This is an optimization exercise on Yosys and OpenROAD, whose aim is small area, a short achievable clock period and few clock cycles per item, not a production implementation. In this exercise RTL edits were held to simulation tests only and were not proved equivalent to the original. Power figures rest on the tool's default switching activity, not on a simulated workload.

### design/flow/run.sh
#!/bin/bash
# synth_recipe.tcl (not shown) runs the flow's synth.tcl, then flattens the netlist and writes it again
# the make line also repeats each setting of config.mk as NAME=value (left out here)
make -C /OpenROAD-flow-scripts/flow DESIGN_CONFIG=/design/flow/config.mk WORK_HOME=/design/flow/orfs CLKGATE_MAP_FILE= SYNTH_SCRIPT=/design/flow/synth_recipe.tcl finish
### design/flow/config.mk
export PLATFORM = sky130hd
export DESIGN_NAME = l2_mesi_cache
export DESIGN_NICKNAME = l2_mesi_cache
export VERILOG_FILES = /design/flow/design.v
export SDC_FILE = /design/flow/constraint.sdc
export NUM_CORES = 4
export LEC_CHECK = 0
export CAP_MARGIN = 20
export CORE_MARGIN = 2
export CORE_UTILIZATION = 30
export PLACE_DENSITY = 0.5
export SLEW_MARGIN = 20
### design/flow/constraint.sdc
create_clock -name core_clock -period 10.0 [get_ports {clk}]
set_input_delay 2.0000 -clock core_clock [delete_from_list [all_inputs] [get_ports {clk}]]
set_output_delay 2.0000 -clock core_clock [all_outputs]
set_load 0.01 [all_outputs]
### design/flow/design.v
package cache_pkg;
	localparam int ADDR_W     = 32;
	localparam int NUM_SETS   = 16;
	localparam int NUM_WAYS   = 8;
	localparam int OFFSET_W   = 6;
	localparam int INDEX_W    = 4;
	localparam int TAG_W      = 22;
	localparam int WAY_W      = 3;
	localparam int RESP_DEPTH = 4;
	localparam int RESP_PTR_W = 2;
	localparam int CNT_W      = 16;
	typedef enum logic [3:0] {
		READ_DATA   = 4'd0,
		WRITE_DATA  = 4'd1,
		READ_INSTR  = 4'd2,
		SNOOP_INVAL = 4'd3,
		SNOOP_READ  = 4'd4,
		SNOOP_RWIM  = 4'd6,
		CLEAR_ALL   = 4'd8
	} cache_op_e;
	typedef enum logic [1:0] {MODIFIED, EXCLUSIVE, SHARED, INVALID} mesi_e;
	typedef enum logic [1:0] {SNP_HIT, SNP_HITM, SNP_MISS} snoop_e;
	typedef enum logic [1:0] {IDLE, LOOKUP, UPDATE, CLEAR} ctrl_state_e;
	typedef logic [TAG_W-1:0]   tag_t;
	typedef logic [INDEX_W-1:0] index_t;
	typedef logic [WAY_W-1:0]   way_t;
	typedef struct packed {
		cache_op_e         op;
		logic              hit;
		way_t              way;
		snoop_e            snoop;
		mesi_e             state;
		logic [ADDR_W-1:0] addr;
	} resp_t;
endpackage
`timescale 1ns/100ps
module l2_mesi_cache (
	input  logic                          clk,
	input  logic                          arst_n,
	input  logic                          req_valid,
	output logic                          req_ready,
	input  logic [3:0]                    req_op,
	input  logic [cache_pkg::ADDR_W-1:0]  req_addr,
	output logic                          resp_valid,
	input  logic                          resp_ready,
	output logic [3:0]                    resp_op,
	output logic                          resp_hit,
	output logic [2:0]                    resp_way,
	output logic [1:0]                    resp_snoop,
	output logic [1:0]                    resp_state,
	output logic [cache_pkg::ADDR_W-1:0]  resp_addr,
	output logic [cache_pkg::CNT_W-1:0]   hit_count,
	output logic [cache_pkg::CNT_W-1:0]   miss_count
);
	localparam int NS   = 16;
	localparam int NW   = 8;
	localparam int TW   = 22;
	localparam int AW   = 19;    
	localparam int RW   = 44;    
	localparam logic [1:0] ST_M = 2'd0;
	localparam logic [1:0] ST_E = 2'd1;
	localparam logic [1:0] ST_S = 2'd2;
	localparam logic [1:0] ST_I = 2'd3;
	localparam logic [1:0] SN_HIT  = 2'd0;
	localparam logic [1:0] SN_HITM = 2'd1;
	localparam logic [1:0] SN_MISS = 2'd2;
	logic [TW-1:0]   tag_q   [NS][NW];
	logic [2*NW-1:0] st_q    [NS];
	logic [AW-1:0]   age_q   [NS];
	logic [NS-1:0]   fresh_q;
	logic        c_v;
	logic [3:0]  c_op;
	logic [31:0] c_addr;
	logic        s_v;
	logic [3:0]  s_op;
	logic [31:0] s_addr;
	logic [NW-1:0]   s_hit;
	logic [2*NW-1:0] s_st;
	logic [3*NW-1:0] s_age;
	logic          o_v;
	logic [RW-1:0] o_data;
	logic          k_v;
	logic [RW-1:0] k_data;
	logic [15:0] hit_q;
	logic [15:0] miss_q;
	logic go2, fire2, acc, pop;
	assign go2       = !k_v;
	assign fire2     = s_v && go2;
	assign req_ready = !c_v || go2;
	assign acc       = req_valid && req_ready;
	assign pop       = o_v && resp_ready;
	logic          op_clr, op_l1, op_snp, op_wr, op_sinv, op_srd;
	logic [NW-1:0] hit_v, inv_v, zero_v, first_inv, vict, upd;
	logic          hit_any, inv_any, wr;
	logic [1:0]    hit_st, bus, own, new_state;
	logic [2:0]    au;
	logic [2:0]    upd_way;
	logic [2*NW-1:0] new_st;
	logic [3*NW-1:0] new_age;
	logic [RW-1:0]   resp_w;
	logic [3:0]    s_set;
	logic [TW-1:0] s_tag;
	assign s_set = s_addr[9:6];
	assign s_tag = s_addr[31:10];
	always_comb
	begin
		op_clr  = s_op[3];
		op_l1   = !s_op[3] && !s_op[2] && !(s_op[1] && s_op[0]);
		op_snp  = !op_clr && !op_l1;
		op_wr   = (s_op == 4'd1);
		op_sinv = !s_op[2];
		op_srd  = s_op[2] && !s_op[1];
		hit_v   = op_clr ? '0 : s_hit;
		hit_any = |hit_v;
		hit_st  = '0;
		for (int w = 0; w < NW; w++)
		begin
			if (hit_v[w])
				hit_st = hit_st | s_st[2*w +: 2];
			inv_v[w]  = (s_st[2*w +: 2] == ST_I);
			zero_v[w] = (s_age[3*w +: 3] == 3'd0);
		end
		inv_any = |inv_v;
		for (int w = 0; w < NW; w++)
			first_inv[w] = inv_v[w] && !(|(inv_v & ((8'd1 << w) - 8'd1)));
		vict = inv_any ? first_inv : zero_v;
		upd  = hit_any ? hit_v : vict;
		upd_way = '0;
		au      = '0;
		for (int w = 0; w < NW; w++)
			if (upd[w])
			begin
				upd_way = upd_way | 3'(w);
				au      = au | s_age[3*w +: 3];
			end
		case (s_addr[1:0])
			2'b00:   bus = SN_HIT;
			2'b10:   bus = SN_HITM;
			default: bus = SN_MISS;
		endcase
		if (!hit_any)
			own = SN_MISS;
		else if (hit_st == ST_M)
			own = SN_HITM;
		else
			own = SN_HIT;
		if (op_l1)
		begin
			if (op_wr)
				new_state = ST_M;
			else if (hit_any)
				new_state = hit_st;
			else
				new_state = (bus == SN_MISS) ? ST_E : ST_S;
		end
		else if (!hit_any || op_clr)
			new_state = ST_I;
		else if (op_srd)
			new_state = ST_S;
		else if (op_sinv)
			new_state = (hit_st == ST_S) ? ST_I : hit_st;
		else
			new_state = ST_I;
		wr = op_l1 || (op_snp && hit_any);
		for (int w = 0; w < NW; w++)
		begin
			new_st[2*w +: 2] = (upd[w] && wr) ? new_state : s_st[2*w +: 2];
			if (upd[w])
				new_age[3*w +: 3] = 3'd7;
			else if (s_age[3*w +: 3] > au)
				new_age[3*w +: 3] = s_age[3*w +: 3] - 3'd1;
			else
				new_age[3*w +: 3] = s_age[3*w +: 3];
		end
		resp_w = {s_op, hit_any, op_clr ? 3'd0 : upd_way, op_l1 ? bus : own, new_state, s_addr};
	end
	logic [AW-1:0] new_age_enc;
	assign new_age_enc = {new_age[3*6 +: 3] > new_age[3*7 +: 3], new_age[17:0]};
	logic [3:0]      c_set;
	logic [TW-1:0]   c_tag;
	logic [NS-1:0]   c_sel;
	logic [TW-1:0]   rd_tag [NW];
	logic [2*NW-1:0] rd_st;
	logic [AW-1:0]   rd_age;
	logic            rd_fresh;
	logic [2*NW-1:0] st1;
	logic [3*NW-1:0] age1;
	logic [NW-1:0]   hit1;
	logic [7:0]      used, missing;
	logic [2:0]      m_lo, m_hi;
	logic            hz, hz_clr, teq;
	logic [NW-1:0]   hit_n;
	logic [2*NW-1:0] st_n;
	logic [3*NW-1:0] age_n;
	localparam logic [3*NW-1:0] AGE_RST = {3'd7, 3'd6, 3'd5, 3'd4, 3'd3, 3'd2, 3'd1, 3'd0};
	assign c_set = c_addr[9:6];
	assign c_tag = c_addr[31:10];
	always_comb
	begin
		for (int s = 0; s < NS; s++)
			c_sel[s] = (c_set == 4'(s));
		for (int w = 0; w < NW; w++)
		begin
			rd_tag[w] = '0;
			for (int s = 0; s < NS; s++)
				rd_tag[w] = rd_tag[w] | ({TW{c_sel[s]}} & tag_q[s][w]);
		end
		rd_st    = '0;
		rd_age   = '0;
		rd_fresh = 1'b0;
		for (int s = 0; s < NS; s++)
		begin
			rd_st    = rd_st | ({2*NW{c_sel[s]}} & st_q[s]);
			rd_age   = rd_age | ({AW{c_sel[s]}} & age_q[s]);
			rd_fresh = rd_fresh | (c_sel[s] & fresh_q[s]);
		end
		used = '0;
		for (int w = 0; w < 6; w++)
			used = used | (8'd1 << rd_age[3*w +: 3]);
		missing = ~used;
		m_lo = '0;
		for (int i = 7; i >= 0; i--)
			if (missing[i])
				m_lo = 3'(i);
		m_hi = '0;
		for (int i = 0; i < 8; i++)
			if (missing[i])
				m_hi = 3'(i);
		st1  = rd_fresh ? rd_st : '1;
		age1 = rd_fresh ? {rd_age[18] ? m_lo : m_hi, rd_age[18] ? m_hi : m_lo, rd_age[17:0]} : AGE_RST;
		for (int w = 0; w < NW; w++)
			hit1[w] = (rd_tag[w] == c_tag) && (st1[2*w +: 2] != ST_I);
		teq    = (s_tag == c_tag);
		hz_clr = fire2 && op_clr;
		hz     = fire2 && (s_set == c_set);
		hit_n  = hit1;
		st_n   = st1;
		age_n  = age1;
		if (hz_clr)
		begin
			hit_n = '0;
			st_n  = '1;
			age_n = AGE_RST;
		end
		else if (hz)
		begin
			for (int w = 0; w < NW; w++)
				if (upd[w] && wr)
					hit_n[w] = teq && (new_state != ST_I);
			st_n  = new_st;
			age_n = op_l1 ? new_age : s_age;
		end
	end
	always_ff @(posedge clk or negedge arst_n)
	begin
		if (!arst_n)
		begin
			c_v     <= 1'b0;
			s_v     <= 1'b0;
			o_v     <= 1'b0;
			k_v     <= 1'b0;
			hit_q   <= '0;
			miss_q  <= '0;
			fresh_q <= '0;
		end
		else
		begin
			c_v <= acc || (c_v && !go2);
			if (go2)
				s_v <= c_v;
			if (k_v)
			begin
				if (pop)
					k_v <= 1'b0;
			end
			else if (fire2)
			begin
				o_v <= 1'b1;
				if (o_v && !pop)
					k_v <= 1'b1;
			end
			else if (pop)
				o_v <= 1'b0;
			if (fire2 && op_l1)
			begin
				if (hit_any)
					hit_q <= hit_q + 16'd1;
				else
					miss_q <= miss_q + 16'd1;
			end
			if (fire2 && op_clr)
				fresh_q <= '0;
			else if (fire2 && op_l1)
				fresh_q <= fresh_q | (16'd1 << s_set);
		end
	end
	always_ff @(posedge clk)
	begin
		if (acc)
		begin
			c_op   <= req_op;
			c_addr <= req_addr;
		end
		if (go2)
		begin
			s_op   <= c_op;
			s_addr <= c_addr;
			s_hit  <= hit_n;
			s_st   <= st_n;
			s_age  <= age_n;
		end
		if (k_v)
		begin
			if (pop)
				o_data <= k_data;
		end
		else if (fire2)
		begin
			if (!o_v || pop)
				o_data <= resp_w;
			else
				k_data <= resp_w;
		end
	end
	logic [NS-1:0] s_sel;
	always_comb
		for (int s = 0; s < NS; s++)
			s_sel[s] = (s_set == 4'(s));
	for (genvar s = 0; s < NS; s++)
	begin : g_set
		always_ff @(posedge clk)
		begin
			if (fire2 && wr && s_sel[s])
				st_q[s] <= new_st;
			if (fire2 && op_l1 && s_sel[s])
				age_q[s] <= new_age_enc;
		end
		for (genvar w = 0; w < NW; w++)
		begin : g_way
			always_ff @(posedge clk)
				if (fire2 && op_l1 && s_sel[s] && upd[w])
					tag_q[s][w] <= s_tag;
		end
	end
	assign resp_valid = o_v;
	assign {resp_op, resp_hit, resp_way, resp_snoop, resp_state, resp_addr} = o_data;
	assign hit_count  = hit_q;
	assign miss_count = miss_q;
endmodule
==> flow_results.org <==
** Cells and area
- After filler insertion, the fill cell instance count of the layout stands at 42235.
- In the final layout, the share of cells above drive strength 1 is 0.142.
- Once layout is done, the placed cells without fillers occupy 0.159 mm².
- Compared with the post-synthesis result, the final layout area differs by 16.8%.
- Commonest cells after routing, fill and taps aside :: sky130_fd_sc_hd__edfxtp_1, sky130_fd_sc_hd__a22o_1, sky130_fd_sc_hd__a221oi_1, sky130_fd_sc_hd__clkbuf_16, sky130_fd_sc_hd__buf_4
- Share of the core filled with cells in the final layout :: 0.352
- The library cell used most frequently in the layout, excluding fill and tap cells, is sky130_fd_sc_hd__edfxtp_1.
- Final #Nets :: 7855
- Non-filler cells in the finished layout :: 14058

** Timing
- RSZ-0062 raised after global routing :: false
- The clock arrives with 0.0628 ns of skew.
- Final number of max-transition violations :: 0
- The worst path meets setup with 3.38 ns of slack.
- Headroom to the max-slew limit came out at 0.196.
- Worst hold slack :: 0.421 ns
- Portion of the clock cycle consumed by the worst path in the final layout :: 0.662
- Setup violations remaining at the end of the flow were counted as 0.
- Counting I/O delays and the setup requirement, the final critical path takes 6.62 ns.
- Count of final hold-check violations :: 0
- Total negative slack for setup checks :: 0 ns
- For the pin with the worst max-slew slack, the measured transition is 1.20 ns.
- Static timing analysis puts the maximum clock frequency at 0.151 GHz.

** Critical path
- Together, buffers and inverters on the worst path number 4.
- Maximum single-stage delay on the critical path :: 0.90 ns
- Crit-path slowest cell :: sky130_fd_sc_hd__nor4b_4
- Cell family with most CP delay :: simple AND/OR/NAND/NOR gates
- Critical setup path kind :: flip-flop to flip-flop
- Logic depth of the worst register-to-register path :: 13
- Data arrives at the worst endpoint at 7.43 ns.
- Ordered cell list for the critical path :: buf_4 -> nor4b_4 -> buf_4 -> buf_4 -> buf_12 -> a22o_1 -> a221oi_1 -> nand4_1 -> xor2_1 -> nor4_1 -> nand4_1 -> o32a_1 -> nor2_1
- Critical path endpoint category :: flip-flop
- By instance count, the cell type seen most on the critical path is sky130_fd_sc_hd__buf_4.
- Counting buffers and inverters, the worst setup path is 13 cells deep.
- Required time reported for the critical path endpoint :: 10.81 ns
- Critical path startpoint category :: flip-flop
- Along the worst path, the maximum fanout reaches 70.

** Routing
- The routed layout has 80789 vias.
- Detailed Routing Iterations Pass 1 :: 6
- Remaining routing DRC violations :: 0
- Number of DRC markers in iteration 0 :: 10884
- Wires add up to 491 mm.
- Detailed-route wire length per cell :: 34.9 µm
- Count of antenna-violating nets left after detailed routing :: 0
- Dividing the detail-routed via count by the number of cells gives 5.75.

** Synth
- Number of flip-flops and latches in the synthesized netlist :: 3636
- The share of the Yosys chip area taken by registers is 0.800.
- Number of instances in the synthesized netlist :: 7410
- Summing every instance area after synthesis gives 0.136 mm².
- Share of flip-flops with an asynchronous set or reset after synthesis :: 0.0143
- Most instantiated flip-flop cell in the synthesis netlist :: sky130_fd_sc_hd__edfxtp_1
- Synth warn :: 5
- The share of synthesized area in the top cell type comes to 0.790.
- sky130_fd_sc_hd__edfxtp_1 takes more of the synthesized area than any other cell.
- Syn nets :: 7495
- Mean cell area of the mapped netlist :: 18.4 µm²
- Top post-synthesis cells by area :: sky130_fd_sc_hd__edfxtp_1, sky130_fd_sc_hd__a22o_1, sky130_fd_sc_hd__a221oi_1, sky130_fd_sc_hd__a22oi_1, sky130_fd_sc_hd__dfrtp_1
- Number of enable-type register cells in the synthesized netlist :: 3584
- Counting distinct cell types in the post-synthesis netlist gives 82.

** Pwr
- Internal cell power :: 28.7 mW
- Sequential share of power :: 0.475
- Combinational fraction of design power :: 0.183
- Across the VDD grid, the largest voltage drop is 0.175 mV.
- Proportion of total power due to net switching :: 0.292
- Power spent charging and discharging nets :: 11.8 mW
- Clock group share of total power :: 0.342
- In this run the static leakage power is 49.1 nW.
- Power per cell area :: 254 mW/mm²
- Total power :: 40.5 mW

** Floorplanning
- Die span in y :: 678 µm
- In this run the count of I/O pins placed on the die edge is 118.
- Die Span X :: 678 µm
- The floorplan step defined a die boundary enclosing 0.460 mm².
- Core footprint :: 0.452 mm²
- Site row count :: 247
- For this configuration, the core starts out at a cell density of 0.301.

** Placement
- Worst slack at placement :: 3.62 ns
- Input and output buffers added on the ports amount to 117.
- Routability congestion estimate from global placement :: 0.858
- Estimated wirelength of the detail-placed design :: 271 mm
- Placed cell areas :: 0.147 mm²
- In this run, placement finished with an instance count of 13359.

** Global routing
- For this run, the total global-route usage over all layers was measured as 0.206.
- The number of antenna violations at the first check in global routing is 21.
- Largest net degree at the start of global routing :: 95
- The first global-routing pass estimated 668 mm of wire.
- The total overflow left after global routing is 0.
- The via count of the first global-routing pass is 78874.

** CTS
- Clock tree synthesis selected as its root buffer the cell sky130_fd_sc_hd__clkbuf_16.
- Count of clock tree sinks :: 3636
- Clock latency of the later-clocked register in the worst-skew pair :: 0.99 ns
- Clock-pin slew was measured on the worst setup and hold paths at 0.06 ns.
- Counting along the longest clock path gives a buffer depth of 4.
- TritonCTS built the clock tree.
- After clock tree synthesis, the setup repair step added 0 buffers.
- Number of buffers added by the clock tree synthesis step :: 378
- Count of instances resized after the clock tree is built :: 0
- Number of buffers inserted for hold repair after clock tree synthesis :: 0
- Number of H-tree levels :: 5

** Job
- Maximum capacitance violations :: 0

** Hold path
- HP Class :: flip-flop to flip-flop
- Min-Delay Path Depth :: 0

** Outcome
- The run finished with no timing, DRC or antenna violations.
synth_stat cells (24+ instances only):
master / instances
sky130_fd_sc_hd__a21oi_1: 88
sky130_fd_sc_hd__a221oi_1: 682
sky130_fd_sc_hd__a22o_1: 733
sky130_fd_sc_hd__a22oi_1: 184
sky130_fd_sc_hd__a32oi_1: 27
sky130_fd_sc_hd__and3_1: 33
sky130_fd_sc_hd__buf_1: 100
sky130_fd_sc_hd__buf_2: 73
sky130_fd_sc_hd__clkbuf_1: 269
sky130_fd_sc_hd__dfrtp_1: 52
sky130_fd_sc_hd__edfxtp_1: 3584
sky130_fd_sc_hd__ha_1: 45
sky130_fd_sc_hd__inv_1: 59
sky130_fd_sc_hd__mux2_2: 69
sky130_fd_sc_hd__mux2i_1: 54
sky130_fd_sc_hd__nand2_1: 142
sky130_fd_sc_hd__nand3_1: 59
sky130_fd_sc_hd__nand4_1: 208
sky130_fd_sc_hd__nor2_1: 249
sky130_fd_sc_hd__nor3_1: 37
sky130_fd_sc_hd__nor4_1: 33
sky130_fd_sc_hd__o22ai_1: 24
sky130_fd_sc_hd__xnor2_1: 110
sky130_fd_sc_hd__xor2_1: 137
layout make-up:
type / instances / area (µm²) / area share
inverters: 61 / 230 / 0.00145
clock buffers: 466 / 9970 / 0.0626
repair buffers: 452 / 4260 / 0.0268
diodes: 8 / 20.0 / 0.000126
clock inverters: 218 / 2010 / 0.0127
multi-input cells: 3241 / 26200 / 0.165
flip-flops and latches: 3636 / 109000 / 0.685
well taps: 5976 / 7480 / 0.0470
power groups by stage:
| stage | sequential [mW] | clock (mW) | combinational, mW |
|---|---|---|---|
| 2_1_floorplan | 20.1 | 0 | 3.05 |
| 3_3_place_gp | 19.5 | 0 | 7.17 |
| 3_5_place_dp | 19.5 | 0 | 7.29 |
| 4_1_cts | 19.2 | 14.0 | 7.31 |
| 5_1_grt | 19.3 | 14.6 | 7.74 |
| 6_report | 19.2 | 13.9 | 7.40 |
path summary, 6_finish.rpt:
path                           start          to  slack, ns
setup / recovery           c_addr[7]    s_hit[4]       3.38
hold / removal             c_addr[3]   s_addr[3]       0.42
setup reg to reg           c_addr[7]    s_hit[4]       3.38
hold reg to reg            c_addr[3]   s_addr[3]       0.42
max in group asynchronous     arst_n         k_v       8.25
min in group asynchronous     arst_n  fresh_q[4]       1.18
per-layer routing:
layer / share of wire / vias to the layer above / track usage
li1: - / 32009 / -
met5: 0.000055 / - / 0
met1: 0.41 / 43627 / 0.280
met4: 0.036 / 4 / 0.0696
met2: 0.47 / 4379 / 0.334
met3: 0.088 / 770 / 0.0341
sequential cells by signal (all words and copies together) (netlist names), 4 cells and up:
| register | count |
|---|---|
| s_op | 4 |
| st_q | 256 |
| miss_q | 16 |
| s_age | 24 |
| c_op | 4 |
| fresh_q | 16 |
| k_data | 44 |
| age_q | 304 |
| c_addr | 32 |
| tag_q | 2816 |
| s_st | 16 |
| s_hit | 8 |
| s_addr | 32 |
| o_data | 44 |
| hit_q | 16 |
cells by family after synthesis:
logic type | share of synthesized area
mux | 0.0110
buf+inv | 0.0168
compound gates | 0.119
simple gates | 0.0340
fa+ha+maj | 0.00413
flops | 0.800
xor+xnor | 0.0159
worst register-to-register path, delay by kind of cell, from the launching register on:
kind | cells | cell delay [ns]
buf+inv | 4 | 2.33
flops | 1 | 0.43
compound gates | 3 | 1.12
simple gates | 5 | 2.50
xor+xnor | 1 | 0.09
Testbench counts, summed over its fixed seeds: cycles 32,024, items 32,000.

-- static timing again, ports no longer ideal --
How much do the figures lean on ideal ports? The routed layout below was timed once more, with nothing changed but the port constraints. Step 1, drivers: a clkbuf_16 drives clk and a buf_2 each remaining input, both assumed. Step 2, shift: input delay + t, output delay - t, t = (earliest + latest rising clock arrival at the registers) / 2. This alone moves slack from input paths to output paths. Three values: ideal ports, drivers, drivers and shift; two values: the first two.
shift t [ns]: 1.069
setup slack, ns: 3.382 / 3.382 / 3.382
hold WS [ns]: 0.421 / 0.421 / 0.421
pins driven straight from the clock port: 1
After both steps this run still meets setup and hold. The setup slack of this run moves by 0.000 ns with the drivers and by 0.000 ns with both steps.
